This is an optimization exercise on Yosys and OpenROAD, whose aim is small area and few clock cycles per item, not a production implementation.
Function was checked by simulation only, so behaviour that the tests miss may differ from the original.
No activity file was given, so power comes from the tool's default toggle rates.

## run A
## threshold_outer_boundary_marker
module threshold_outer_boundary_marker (
  input  wire logic clk,
  input  wire logic rst_n,
  input  wire logic                           in_valid,
  output logic                                in_ready,
  input  wire logic [tobm_pkg::CH_W-1:0]      in_red,
  input  wire logic [tobm_pkg::CH_W-1:0]      in_green,
  input  wire logic [tobm_pkg::CH_W-1:0]      in_blue,
  input  wire logic                           in_flush,
  output logic                                out_valid,
  input  wire logic                           out_ready,
  output logic                                out_edge,
  output logic [tobm_pkg::COLUMN_W-1:0]       out_column,
  output logic                                out_frame_end,
  input  wire logic                           cfg_valid,
  output logic                                cfg_ready,
  input  wire logic [tobm_pkg::CFG_IDX_W-1:0]  cfg_index,
  input  wire logic [tobm_pkg::CFG_DATA_W-1:0] cfg_data
);
clock: 8.0 ns
lec_check: 0
cap_margin: 35
core_margin: 2
core_utilization: 65
cts_buf_list: sky130_fd_sc_hd__clkbuf_8
cts_cluster_diameter: 50
cts_cluster_size: 16
place_density: 0.8
slew_margin: 45
standard.sh (not shown) runs the stock make flow with config.mk's settings and CLKGATE_MAP_FILE= SYNTH_SCRIPT=/design/flow/synth_recipe.tcl, a recipe that flattens the netlist after the stock synthesis.
==> flow/flow/run.sh <==
#!/bin/bash
# The standard layout (the standard.sh: ORFS synthesis to finish, same
# settings), except that the port buffers are the smallest buffer cell,
# buf_1, instead of the cell ORFS picks. Every port still gets its buffer.
set -euo pipefail
bash standard.sh 'BUFFER_PORTS_ARGS=-buffer_cell sky130_fd_sc_hd__buf_1' finish > standard.log 2>&1
Testbench counts of run A, summed over its fixed seeds: cycles 70,032, pixels 70,024.
What run B does differently from run A at the input level:
- an added ABC_AREA of 1
==> flow/run.sh (new file) <==
#!/bin/bash
# synth_recipe.tcl (not shown) runs the flow's synth.tcl, then flattens the netlist and writes it again
# the make line also repeats each setting of config.mk as NAME=value (left out here)
make -C /OpenROAD-flow-scripts/flow DESIGN_CONFIG=/design/flow/config.mk WORK_HOME=/design/flow/orfs CLKGATE_MAP_FILE= SYNTH_SCRIPT=/design/flow/synth_recipe.tcl finish
removed: flow/flow/run.sh
removed: flow/standard.sh
## What came out
Run B: done, clean on timing, DRC and antenna. Run B against run A: effective utilization at floorplan lost 0.27 points; wire length on met1 rose 1.0%; relative contribution of sequential cells to total power rose 2.6 points; total power consumption of the routed design picked up an extra 13%; hold slack rose by 0.0067 ns. Run B: wire length per cell after detailed routing is 4.4% lower than what run A reported.
[inputs] run C vs run B
- clearing ABC_AREA, which used to be 1
- | simple-gate portion of the synthesized area | run C vs run B | ≈ equal |
- Run C reached the final stage; the timing, DRC and antenna checks on its layout passed.
- Fraction of power spent switching nets: run C lower than run B
- Run B has a lower wire length after detailed routing than run C.
Modified inputs, run D compared to run C
- CTS_CLUSTER_DIAMETER changed from 50 to 60
- CTS_BUF_LIST changed from sky130_fd_sc_hd__clkbuf_8 to sky130_fd_sc_hd__clkbuf_16
- ABC_AREA newly set to 1
- CTS_CLUSTER_SIZE changed from 16 to 30
==> comparison <==
- Signal arrival time at the worst endpoint in run D vs run C: up 0.67 ns
- Run C and run D ended up with nearly the same area taken by flip-flops and latches.
- Higher worst path buffer plus inverter count among run C and run D: run D
- [compare] base=run C new=run D: minimum setup slack in the final design fell by 0.67 ns; maximum achievable frequency fell by about 11%; share of power burned in combinational logic stayed essentially flat; delay of the slowest cell on the worst path rose by 0.05 ns.
- From run C to run D the numbers moved as follows: basic-gate share of the synthesized area counting and, or, nand and nor cells shows no meaningful change; area growth from synthesis to layout +0.76 points; power has increased; number of multi-input combinational cells now sits lower.

Another version of the RTL of threshold_outer_boundary_marker (not shown whole).
Size: roughly 2,000 cells after synthesis, ~58 I/O pins.
export LEC_CHECK = 0
export CAP_MARGIN = 35
export CORE_MARGIN = 2
export CORE_UTILIZATION = 40
export CTS_BUF_LIST = sky130_fd_sc_hd__clkbuf_8
export CTS_CLUSTER_SIZE = 40
export PLACE_DENSITY = 0.6
export SLEW_MARGIN = 45
create_clock -name core_clock -period 8.0 [get_ports {clk}]
run.sh (not shown) runs the stock make flow with config.mk's settings and CLKGATE_MAP_FILE= SYNTH_SCRIPT=/design/flow/synth_recipe.tcl, a recipe that flattens the netlist after the stock synthesis.
Stock flow here: none of the scripts above is used.
The baseline went through all stages and came out clean.
Testbench counts at the start, summed over its fixed seeds: cycles 70,032, pixels 70,024.
Then changed:
- CTS_BUF_LIST: sky130_fd_sc_hd__clkbuf_8 -> not set
- CTS_CLUSTER_SIZE: 40 -> not set
- wire length shrinks by 2.0%
- design area goes up by 0.58%
- final cell count came out lower by 4.0%
- setup slack gets worse by 140 ps
- register-to-register slack gains 40 ps
- non-clock buffer count is unchanged
- hold slack gets better by 22 ps
- die area is unchanged
- total power increases by 4.4%
- global-route usage decreases by 0.21 points
- via count falls by 2.6%

Another version of the RTL of threshold_outer_boundary_marker (not shown whole).
Size in the first run: about 3300 cells after synthesis, ~1600 flip-flops, about 58 I/O pins, ~0.041 mm² of cells after synthesis.
make LEC_CHECK=0 CAP_MARGIN=35 CORE_MARGIN=2 CORE_UTILIZATION=40 PLACE_DENSITY=0.6 SLEW_MARGIN=45 finish   # period 8.0 ns
The starting point ran to the end with no violations.
Testbench counts at the start, summed over its fixed seeds: cycles 70,032, pixels 70,024.
Rerun with:
--- a/flow/config.mk
+++ b/flow/config.mk
@@ -10,0 +11,3 @@
+export CTS_BUF_LIST = sky130_fd_sc_hd__clkbuf_8
+export CTS_CLUSTER_DIAMETER = 50
+export CTS_CLUSTER_SIZE = 16
What happened:
- hold slack improves by 7.3 ps
- global-route usage came out lower by 0.32 points
- synthesized cell count stays the same
- via count came out lower by 1.5%
- final area came out lower by 5.9%
- clock-buffer cell count came out lower by 68
- final cell count came out lower by 1.5%
- register-to-register slack degrades by 20 ps
- fmax came out higher by 1.2%
- utilization came out lower by 2.8 points

Another version of the RTL of threshold_outer_boundary_marker (not shown whole).
For scale: roughly 2400 cells after synthesis, roughly 58 I/O pins, roughly 39000 um2 of cells after synthesis.
export LEC_CHECK = 0
export CAP_MARGIN = 35
export CORE_MARGIN = 2
export CORE_UTILIZATION = 65
export CTS_BUF_LIST = sky130_fd_sc_hd__clkbuf_8
export CTS_CLUSTER_DIAMETER = 50
export CTS_CLUSTER_SIZE = 16
export PLACE_DENSITY = 0.8
export SLEW_MARGIN = 45
export SYNTH_HIERARCHICAL = 1
export SYNTH_MINIMUM_KEEP_SIZE = 0
create_clock -name core_clock -period 8.0 [get_ports {clk}]
standard.sh (not shown) runs the stock make flow with config.mk's settings and CLKGATE_MAP_FILE= SYNTH_SCRIPT=/design/flow/synth_recipe.tcl, a recipe that flattens the netlist after the stock synthesis.
==> flow/flow/run.sh <==
#!/bin/bash
# The standard layout (the standard.sh: ORFS synthesis to finish, same
# settings), except that the port buffers are the smallest buffer cell,
# buf_1, instead of the cell ORFS picks. Every port still gets its buffer.
set -euo pipefail
bash standard.sh 'BUFFER_PORTS_ARGS=-buffer_cell sky130_fd_sc_hd__buf_1' finish > standard.log 2>&1
Testbench counts at the start, summed over its fixed seeds: cycles 70,032, pixels 70,024.
==> next run, changes <==
- ABC_AREA: default -> 1
- SYNTH_HIERARCHICAL: 1 -> default
- SYNTH_MINIMUM_KEEP_SIZE: 0 -> default
Cell area went up by 0.56%.
Register-to-register slack gains 930 ps.
Via count went up by 6.2%.

==> re-timing with driven ports <==
The flow's constraints put no driver on any port. The routed layouts listed below were extracted and timed again, unchanged, in two steps.
Step 1, drivers: a clkbuf_16 drives clk and a buf_2 each remaining input, both assumed.
Step 2 moves the port delays by t, midway between the first and last clock arrival at a register: inputs arrive t later, outputs are due t later. That takes back most of the time a late clock gives input paths.
Three values: ideal ports, drivers, drivers and shift; two values: the first two.
run	t (ns)	slack for setup (ns)	worst hold slack (ns)	worst data-port slew with drivers (ns)	cell pins on the clock port's net
run A	0.804	3.189 / 3.209 / 2.418	0.302 / 0.302 / 0.302	0.07	1
run B	0.786	2.022 / 2.049 / 1.263	0.308 / 0.308 / 0.308	0.06	1
run C	0.794	2.593 / 2.628 / 1.834	0.314 / 0.314 / 0.314	0.08	1
run D	0.682	1.925 / 1.955 / 1.273	0.313 / 0.313 / 0.313	0.05	1
the first run of note 2	0.921	2.274 / 2.311 / 1.389	0.383 / 0.383 / 0.383	0.05	1
the second run of note 2	0.786	2.132 / 2.176 / 1.390	0.405 / 0.405 / 0.405	0.04	1
the first run of note 3	0.783	2.349 / 2.387 / 1.604	0.301 / 0.301 / 0.301	0.07	1
the second run of note 3	0.839	2.418 / 2.452 / 1.613	0.308 / 0.308 / 0.308	0.07	1
the first run of note 4	0.786	1.974 / 1.999 / 1.213	0.302 / 0.302 / 0.302	0.03	1
the second run of note 4	0.775	1.732 / 1.765 / 0.990	0.299 / 0.299 / 0.299	0.07	1
After both steps every run listed still meets setup and hold. For the first run of note 2, which loses most, drivers alone change the setup slack by +0.037 ns; drivers and shift together by -0.885 ns.
